Background: an optimization exercise with open tools, aiming at a short achievable clock period and few clock cycles. Do not read the settings as production practice. Function was checked by simulation only, so behaviour that the tests miss may differ from the original. Power figures rest on the tool's default switching activity, not on a simulated workload.

**flow/run.sh**
```bash
#!/bin/bash
# synth_recipe.tcl (not shown) runs the flow's synth.tcl, then flattens the netlist and writes it again
# the make line also repeats each setting of config.mk as NAME=value (left out here)
make -C /OpenROAD-flow-scripts/flow DESIGN_CONFIG=/design/flow/config.mk WORK_HOME=/design/flow/orfs CLKGATE_MAP_FILE= SYNTH_SCRIPT=/design/flow/synth_recipe.tcl finish
```
**flow/config.mk**
```make
export PLATFORM = sky130hd
export DESIGN_NAME = dfs_topological_sort_engine_core
export DESIGN_NICKNAME = dfs_topological_sort_engine_core
export VERILOG_FILES = /design/flow/design.v
export SDC_FILE = /design/flow/constraint.sdc
export NUM_CORES = 8
export LEC_CHECK = 0
export CAP_MARGIN = 20
export CORE_MARGIN = 2
export CORE_UTILIZATION = 40
export SLEW_MARGIN = 20
```
**flow/constraint.sdc**
```tcl
create_clock -name core_clock -period 8.5 [get_ports {clk}]
set_input_delay 1.7000 -clock core_clock [delete_from_list [all_inputs] [get_ports {clk}]]
set_output_delay 1.7000 -clock core_clock [all_outputs]
set_load 0.01 [all_outputs]
```
**flow/design.v**
```verilog
`default_nettype none
package dfs_pkg;
    localparam int MAX_NODES = 32;
    typedef enum logic [2:0] {
        OP_ADD  = 3'd0,
        OP_REM  = 3'd1,
        OP_TEST = 3'd2,
        OP_FULL = 3'd3,
        OP_DEP  = 3'd4
    } op_t;
    typedef enum logic [2:0] {
        K_DONE  = 3'd0,
        K_EDGE  = 3'd1,
        K_NODE  = 3'd2,
        K_CYCLE = 3'd3,
        K_ERROR = 3'd4
    } kind_t;
    typedef enum logic [1:0] {
        COL_WHITE = 2'd0,
        COL_GRAY  = 2'd1,
        COL_BLACK = 2'd2
    } colour_t;
    typedef enum logic [3:0] {
        ST_IDLE,
        ST_CLEAR,
        ST_ROOT,
        ST_LOAD,
        ST_SCAN,
        ST_CHECK,
        ST_EMIT,
        ST_DONE
    } state_t;
endpackage
`default_nettype wire
`default_nettype none
module dfs_scan #(
    parameter int N  = 32,
    parameter int IW = 5
) (
    input  wire logic [N-1:0]  row,
    input  wire logic [IW-1:0] from_idx,
    input  wire logic [IW:0]   limit,
    output logic               found,
    output logic [IW-1:0]      idx
);
    logic [N-1:0] masked;
    always_comb
    begin
        for (int i = 0; i < N; i++)
        begin
            masked[i] = row[i] && (i >= int'(from_idx)) && (i < int'(limit));
        end
        found = 1'b0;
        idx   = '0;
        for (int i = N - 1; i >= 0; i--)
        begin
            if (masked[i])
            begin
                found = 1'b1;
                idx   = IW'(i);
            end
        end
    end
endmodule
`default_nettype wire
`default_nettype none
module dfs_topological_sort_engine_core (
    input  wire logic       clk,
    input  wire logic       rst_n,
    input  wire logic       start,
    output logic            busy,
    input  wire logic [2:0] op,
    input  wire logic [4:0] from_node,
    input  wire logic [4:0] to_node,
    input  wire logic       cfg_we,
    input  wire logic [5:0] cfg_wdata,
    output logic            out_valid,
    output logic [2:0]      kind,
    output logic [4:0]      node,
    output logic            edge_present,
    output logic            last
);
    localparam int MAX_NODES = dfs_pkg::MAX_NODES;
    localparam int IW = $clog2(MAX_NODES);
    localparam int CW = IW + 1;
    logic [MAX_NODES-1:0] adj_mem [MAX_NODES];
    logic [1:0]           col_mem [MAX_NODES];
    logic [IW-1:0]        stk_node [MAX_NODES];
    logic [CW-1:0]        stk_next [MAX_NODES];
    logic [IW-1:0]        ord_mem [MAX_NODES];
    dfs_pkg::state_t state_reg, state_next;
    logic [CW-1:0] ncount_reg;
    logic [2:0]    op_reg;
    logic [IW-1:0] from_reg, to_reg;
    logic [CW-1:0] sp_reg, sp_next;
    logic [CW-1:0] emit_reg, emit_next;
    logic [CW-1:0] idx_reg, idx_next;
    logic [CW-1:0] root_reg, root_next;
    logic [IW-1:0] v_reg, v_next;
    logic [CW-1:0] k_reg, k_next;
    logic [MAX_NODES-1:0] row_reg;
    logic          cand_reg;
    logic [IW-1:0] w_reg;
    logic          sc_found;
    logic [IW-1:0] sc_idx;
    logic [5:0]    cfg_clamped;
    logic          from_ok, to_ok;
    logic       ov_reg;
    logic [2:0] kind_reg;
    logic [4:0] node_reg;
    logic       ep_reg, last_reg;
    assign from_ok = {1'b0, from_reg} < ncount_reg;
    assign to_ok   = {1'b0, to_reg} < ncount_reg;
    dfs_scan #(.N(MAX_NODES), .IW(IW)) u_scan (
        .row      (row_reg),
        .from_idx (k_reg[IW-1:0]),
        .limit    ((k_reg >= CW'(MAX_NODES)) ? CW'(0) : ncount_reg),
        .found    (sc_found),
        .idx      (sc_idx)
    );
    always_comb
    begin
        if (cfg_wdata == 6'd0)
            cfg_clamped = 6'd1;
        else if (int'(cfg_wdata) > MAX_NODES)
            cfg_clamped = 6'(MAX_NODES);
        else
            cfg_clamped = cfg_wdata;
    end
    always_ff @(posedge clk or negedge rst_n)
    begin
        if (!rst_n)
            ncount_reg <= CW'(MAX_NODES);
        else if (cfg_we)
            ncount_reg <= CW'(cfg_clamped);
    end
    always_ff @(posedge clk or negedge rst_n)
    begin
        if (!rst_n)
        begin
            for (int i = 0; i < MAX_NODES; i++)
            begin
                adj_mem[i] <= '0;
            end
        end
        else if (state_reg == dfs_pkg::ST_DONE && from_ok && to_ok)
        begin
            if (op_reg == dfs_pkg::OP_ADD)
                adj_mem[from_reg][to_reg] <= 1'b1;
            else if (op_reg == dfs_pkg::OP_REM)
                adj_mem[from_reg][to_reg] <= 1'b0;
        end
    end
    always_ff @(posedge clk or negedge rst_n)
    begin
        if (!rst_n)
        begin
            state_reg <= dfs_pkg::ST_IDLE;
            sp_reg    <= '0;
            emit_reg  <= '0;
            idx_reg   <= '0;
            root_reg  <= '0;
            v_reg     <= '0;
            k_reg     <= '0;
        end
        else
        begin
            state_reg <= state_next;
            sp_reg    <= sp_next;
            emit_reg  <= emit_next;
            idx_reg   <= idx_next;
            root_reg  <= root_next;
            v_reg     <= v_next;
            k_reg     <= k_next;
        end
    end
    always_ff @(posedge clk)
    begin
        if (start && !busy)
        begin
            op_reg   <= op;
            from_reg <= from_node;
            to_reg   <= to_node;
        end
    end
    always_ff @(posedge clk)
    begin
        unique case (state_reg)
            dfs_pkg::ST_CLEAR:
            begin
                col_mem[idx_reg[IW-1:0]] <= dfs_pkg::COL_WHITE;
            end
            dfs_pkg::ST_ROOT:
            begin
                if (state_next == dfs_pkg::ST_LOAD)
                begin
                    col_mem[root_reg[IW-1:0]] <= dfs_pkg::COL_GRAY;
                    stk_node[0] <= root_reg[IW-1:0];
                    stk_next[0] <= '0;
                end
            end
            dfs_pkg::ST_LOAD:
            begin
                row_reg <= adj_mem[stk_node[sp_reg[IW-1:0] - IW'(1)]];
            end
            dfs_pkg::ST_SCAN:
            begin
                cand_reg <= sc_found;
                w_reg    <= sc_idx;
            end
            dfs_pkg::ST_CHECK:
            begin
                if (!cand_reg)
                begin
                    col_mem[v_reg] <= dfs_pkg::COL_BLACK;
                    if (int'(emit_reg) < MAX_NODES)
                        ord_mem[emit_reg[IW-1:0]] <= v_reg;
                end
                else if (col_mem[w_reg] == dfs_pkg::COL_WHITE)
                begin
                    stk_next[sp_reg[IW-1:0] - IW'(1)] <= CW'(w_reg) + CW'(1);
                    col_mem[w_reg] <= dfs_pkg::COL_GRAY;
                    stk_node[sp_reg[IW-1:0]] <= w_reg;
                    stk_next[sp_reg[IW-1:0]] <= '0;
                end
            end
            default:
            begin
            end
        endcase
    end
    always_comb
    begin
        state_next = state_reg;
        sp_next    = sp_reg;
        emit_next  = emit_reg;
        idx_next   = idx_reg;
        root_next  = root_reg;
        v_next     = v_reg;
        k_next     = k_reg;
        unique case (state_reg)
            dfs_pkg::ST_IDLE:
            begin
                if (start && !busy)
                begin
                    idx_next  = '0;
                    emit_next = '0;
                    sp_next   = '0;
                    root_next = (op == dfs_pkg::OP_DEP) ? CW'(from_node) : '0;
                    if (op == dfs_pkg::OP_FULL
                        || (op == dfs_pkg::OP_DEP && {1'b0, from_node} < ncount_reg))
                        state_next = dfs_pkg::ST_CLEAR;
                    else
                        state_next = dfs_pkg::ST_DONE;
                end
            end
            dfs_pkg::ST_CLEAR:
            begin
                idx_next = idx_reg + CW'(1);
                if (int'(idx_reg) == MAX_NODES - 1)
                begin
                    idx_next = '0;
                    state_next = dfs_pkg::ST_ROOT;
                end
            end
            dfs_pkg::ST_ROOT:
            begin
                if (op_reg == dfs_pkg::OP_DEP)
                begin
                    if (idx_reg != '0)
                    begin
                        idx_next = '0;
                        state_next = dfs_pkg::ST_EMIT;
                    end
                    else
                    begin
                        idx_next = CW'(1);
                        sp_next  = CW'(1);
                        state_next = dfs_pkg::ST_LOAD;
                    end
                end
                else if (root_reg >= ncount_reg)
                begin
                    idx_next = '0;
                    state_next = (emit_reg == ncount_reg) ? dfs_pkg::ST_EMIT
                                                          : dfs_pkg::ST_DONE;
                end
                else if (col_mem[root_reg[IW-1:0]] == dfs_pkg::COL_WHITE)
                begin
                    sp_next = CW'(1);
                    state_next = dfs_pkg::ST_LOAD;
                end
                else
                    root_next = root_reg + CW'(1);
            end
            dfs_pkg::ST_LOAD:
            begin
                v_next = stk_node[sp_reg[IW-1:0] - IW'(1)];
                k_next = stk_next[sp_reg[IW-1:0] - IW'(1)];
                state_next = dfs_pkg::ST_SCAN;
            end
            dfs_pkg::ST_SCAN:
            begin
                state_next = dfs_pkg::ST_CHECK;
            end
            dfs_pkg::ST_CHECK:
            begin
                if (cand_reg && col_mem[w_reg] == dfs_pkg::COL_BLACK)
                begin
                    k_next = CW'(w_reg) + CW'(1);
                    state_next = dfs_pkg::ST_SCAN;
                end
                else if (cand_reg && col_mem[w_reg] == dfs_pkg::COL_WHITE)
                begin
                    sp_next = sp_reg + CW'(1);
                    state_next = dfs_pkg::ST_LOAD;
                end
                else
                begin
                    if (!cand_reg && int'(emit_reg) < MAX_NODES)
                        emit_next = emit_reg + CW'(1);
                    sp_next = sp_reg - CW'(1);
                    if (sp_reg == CW'(1))
                    begin
                        state_next = dfs_pkg::ST_ROOT;
                        if (op_reg != dfs_pkg::OP_DEP)
                            root_next = root_reg + CW'(1);
                    end
                    else
                        state_next = dfs_pkg::ST_LOAD;
                end
            end
            dfs_pkg::ST_EMIT:
            begin
                if (idx_reg == emit_reg)
                    state_next = dfs_pkg::ST_IDLE;
                else
                    idx_next = idx_reg + CW'(1);
            end
            dfs_pkg::ST_DONE:
            begin
                state_next = dfs_pkg::ST_IDLE;
            end
            default:
            begin
                state_next = dfs_pkg::ST_IDLE;
            end
        endcase
    end
    always_ff @(posedge clk or negedge rst_n)
    begin
        if (!rst_n)
            ov_reg <= 1'b0;
        else
            ov_reg <= (state_reg == dfs_pkg::ST_EMIT) || (state_reg == dfs_pkg::ST_DONE);
    end
    always_ff @(posedge clk)
    begin
        kind_reg <= dfs_pkg::K_DONE;
        node_reg <= '0;
        ep_reg   <= 1'b0;
        last_reg <= 1'b1;
        if (state_reg == dfs_pkg::ST_EMIT)
        begin
            if (idx_reg != emit_reg)
            begin
                kind_reg <= dfs_pkg::K_NODE;
                node_reg <= 5'(ord_mem[idx_reg[IW-1:0]]);
                last_reg <= 1'b0;
            end
        end
        else if (state_reg == dfs_pkg::ST_DONE)
        begin
            if (op_reg == dfs_pkg::OP_FULL)
                kind_reg <= dfs_pkg::K_CYCLE;
            else if (op_reg > dfs_pkg::OP_TEST || !from_ok || !to_ok)
                kind_reg <= dfs_pkg::K_ERROR;
            else if (op_reg == dfs_pkg::OP_TEST)
            begin
                kind_reg <= dfs_pkg::K_EDGE;
                ep_reg   <= adj_mem[from_reg][to_reg];
            end
        end
    end
    assign busy         = (state_reg != dfs_pkg::ST_IDLE) || ov_reg;
    assign out_valid    = ov_reg;
    assign kind         = kind_reg;
    assign node         = node_reg;
    assign edge_present = ep_reg;
    assign last         = last_reg;
endmodule
`default_nettype wire
```
==> notes.md <==
-- per-stage QoR --
step / util / hold slack [ps] / cell area, um^2 / instances
2_1_floorplan: - / 429 / 83900 / 8141
3_3_place_gp: 0.416 / 437 / 86900 / 10300
3_5_place_dp: 0.416 / 443 / 87000 / 10300
4_1_cts: 0.446 / 452 / 93200 / 10700
5_1_grt: 0.447 / 466 / 93500 / 10700
6_report: 0.447 / 453 / 93500 / 10700
-- synth_stat cells (53+ instances only) --
cell | n | area share
a21oi_1 | 280 | 0.017
a221oi_1 | 86 | 0.0090
a22o_1 | 98 | 0.010
a22oi_1 | 713 | 0.064
buf_1 | 55 | 0.0025
buf_2 | 91 | 0.0054
clkbuf_1 | 699 | 0.031
dfrtp_1 | 1069 | 0.32
dfxtp_1 | 202 | 0.048
edfxtp_1 | 435 | 0.16
mux4_2 | 171 | 0.046
nand2_1 | 756 | 0.034
nand3_1 | 143 | 0.0085
nand4_1 | 114 | 0.0085
nor2_1 | 342 | 0.015
nor3_1 | 80 | 0.0048
nor4_1 | 53 | 0.0040
o21ai_0 | 1117 | 0.067
o31ai_1 | 1034 | 0.092
-- final cells by class --
type / count / area (um^2)
flip-flops and latches: 1707 / 43900
fillers: 19300 / 116000
repair buffers: 258 / 2250
clock inverters: 68 / 732
multi-input cells: 5532 / 37400
well taps: 2805 / 3510
diodes: 23 / 57.6
inverters: 45 / 170
clock buffers: 277 / 5510
-- kinds of logic after synthesis --
| logic type | count (synthesis) | share of synthesized area |
|---|---|---|
| XOR/XNOR | 28 | 0.00301 |
| multiplexers | 217 | 0.0516 |
| flip-flops | 1707 | 0.523 |
| AND/OR/NAND/NOR | 1675 | 0.0908 |
| adder cells (fa/ha/maj) | 34 | 0.00507 |
| buffers and inverters | 902 | 0.0423 |
| other | 1 | 0.0000447 |
| AO/OA/AOI/OAI | 3577 | 0.284 |
-- power by group through the flow --
stage / Combinational, uW / Sequential (uW) / Clock (uW)
CTS: 8740 / 8940 / 8330
global placement: 8630 / 9100 / 0
detailed placement: 8720 / 9100 / 0
floorplan: 4310 / 8960 / 0
finish: 9720 / 8950 / 8330
global route: 9310 / 8960 / 8670
-- layout by cell type (no fill, tap or decap), drive strengths merged, types with 19 or more instances in the layout --
cell type	count
a21oi	280
a221oi	86
a222oi	22
a22o	98
a22oi	713
a31oi	27
a32oi	22
and2	25
and3	25
buf	225
clkbuf	277
clkdlybuf4s50	33
clkinv	50
dfrtp	1069
dfxtp	202
diode	23
edfxtp	435
ha	34
inv	54
mux2i	33
mux4	171
nand2	756
nand2b	19
nand3	143
nand4	114
nor2	342
nor3	84
nor4	58
o21ai	1122
o31ai	1034
or3	19
-- layer usage --
layer | vias to the layer above | global-route usage
li1 | 30900 | -
met5 | - | 0.00566
met4 | 48 | 0.190
met1 | 37800 | 0.466
met2 | 6967 | 0.473
met3 | 1961 | 0.155
-- path summary, 6_finish.rpt --
kind / cells after the start / end / from / slack, ps
max: 13 / row_reg[24]$_DFFE_PP_ / sp_reg[0]$_DFFE_PN0P_ / 1730
min: 2 / stk_next[29][1]$_SDFFE_PP0P_ / stk_next[29][1]$_SDFFE_PP0P_ / 450
max reg2reg: 13 / row_reg[24]$_DFFE_PP_ / sp_reg[0]$_DFFE_PN0P_ / 1730
min reg2reg: 2 / stk_next[29][1]$_SDFFE_PP0P_ / stk_next[29][1]$_SDFFE_PP0P_ / 450
max in group asynchronous: 3 / async pin / rst_n / 5580
min in group asynchronous: 1 / async pin / rst_n / 830
-- tightest hold or removal path: stages (launching register included) --
cell and delay [ps]:
dfxtp_1 310, nand2_1 50, a21oi_1 50
==> notes.md <==
- Outcome: no timing/DRC/antenna violations
- Bufs and invs on worst path: 3
- Nets: 7,785
- Asr flop ratio synth: 0.627
- Main synth FF type: dfrtp_1
- Vias per cell: 7.25
- DRC: 0
- Vias in the first global route: about 70,000
- P per Cell Area: 289 nW/um^2
- Fmax: 148 MHz
- Share of cells above drive strength 1: 0.114
- Chip width: 462 um
- Clock Latency Late Sink: 900 ps
- Worst Tran Pin Value: 1330 ps
- Synthesized area: 83,900 um^2
- Number of distinct library cells after synthesis: 89
- Max_slew headroom: 0.117
- Overall Global Routing Usage: 0.351
- Number of synthesized flops with an enable pin: 435
- DRT Pass-1 Iters: 15
- RSZ-0062 raised after global routing: no
- Mapped Nets: 8,198
- Switching share of total power: 0.435
- Sequential element share of the synthesized area: 0.523
- Routed WL: a little under 400,000 um
- CP endpoint kind: flip-flop
- Setup ws final: 1730 ps
- CTS buffer count: 184
- Post-CTS Resized: 0
- Max stage delay cell, worst path: and2_2
- Drt initial violations: around 15,000
- Pin count of the biggest net entering global routing: between 150 and 200
- DP HPWL: 227,000 um
- P&R area growth vs syn: 11.4%
- WL met1: 143,000 um
- Setup CP Type: flip-flop to flip-flop
- TritonCTS clock tree: built
- Internal power: 15,300 uW
- PortBufs: 34
- CP Data Required Time: 9210 ps
- Die Y: 462 um
- Final period util: 0.796
- Remaining Overflow, GRT: 0
- Post-synthesis instance total: 8,141
- Cts hold-fix bufs: 0
- Initial antenna violation count: 38
- Global-route wire length before repair: approximately 540,000 um
- Critical Path, Cell by Cell: inv_1 -> ha_4 -> buf_4 -> mux4_2 -> mux2i_1 -> a32oi_1 -> nand2_1 -> nor2_1 -> buf_4 -> and2_2 -> a22oi_1 -> and4b_1 -> a21oi_1
- Antenna Nets Post-Route: 0
- Crit path max fanout: 63
- Core Rows: 168
- H-tree levels: 4
- Leakage power: 0.0352 uW
- Met2 routed wirelength: 151,000 um
- Core area: 209,000 um^2
- Critical path data arrival time: 7480 ps
- P_sw: 11,700 uW
- Via count: slightly below 80,000
- Logic pwr share: 0.360
- Root buffer cell: clkbuf_16
- Gpl congestion: 1.01
- Clock power share: 0.309
- Total negative slack: 0 ps
- Mean routed wirelength per cell: between 30 and 40 um
- Final setup fails: 0
- Initial Util: 0.401
- Tot Pwr: 27,000 uW
- Max Transition Viols Final: 0
- YS warnings: 3
- Worst setup skew after layout: approximately 69 ps
- Flops & latches, synth: about 1,700
- Longest Clk Path Bufs: 3
- I/O pin count: 35
- CP startpoint kind: flip-flop
- Max cap viols: 0
- Hold Crit Class: flip-flop to flip-flop
- Clock Sinks: 1,707
- Met3 wire len: around 63,000 um
- Crit path max-delay family: simple AND/OR/NAND/NOR gates
- CP max stage delay: 1090 ps
- Cell mode on critical path: buf_4
- Peak supply drop: 0.856 mV
- Reg power frac: 0.331
- Pre-CTS setup slack: approximately 1900 ps
- Die area: between 200,000 and 250,000 um^2
- Reg clk slew, reported paths: 70 ps
- Setup bufs post-CTS: 0
- Syn Area/Cell: 10.3 um^2
- Hold Vio Cnt, Final: 0
- Crit path time final: 6770 ps
- Max Used Layer: met5
Testbench counts, summed over its fixed seeds: cycles 112,206.

==> separate check: timing with driven ports <==
Ports are ideal in the flow. The routed layout listed here was re-timed in OpenROAD. Step 1, drivers: a clkbuf_16 drives clk and a buf_2 each remaining input, both assumed. Step 2, shift: input delay + t, output delay - t, t = (earliest + latest rising clock arrival at the registers) / 2. This alone moves slack from input paths to output paths. a / b / c = ideal / step 1 / step 2; a / b = the first two.
t, ns: 0.953
setup slack, ns: 1.730 / 1.730 / 1.730
worst setup path after step 2: register to register
worst slew at a driven data input, ns: 0.07
After both steps this run still meets setup and hold. The setup slack of this run moves by 0.000 ns with the drivers and by 0.000 ns with both steps.
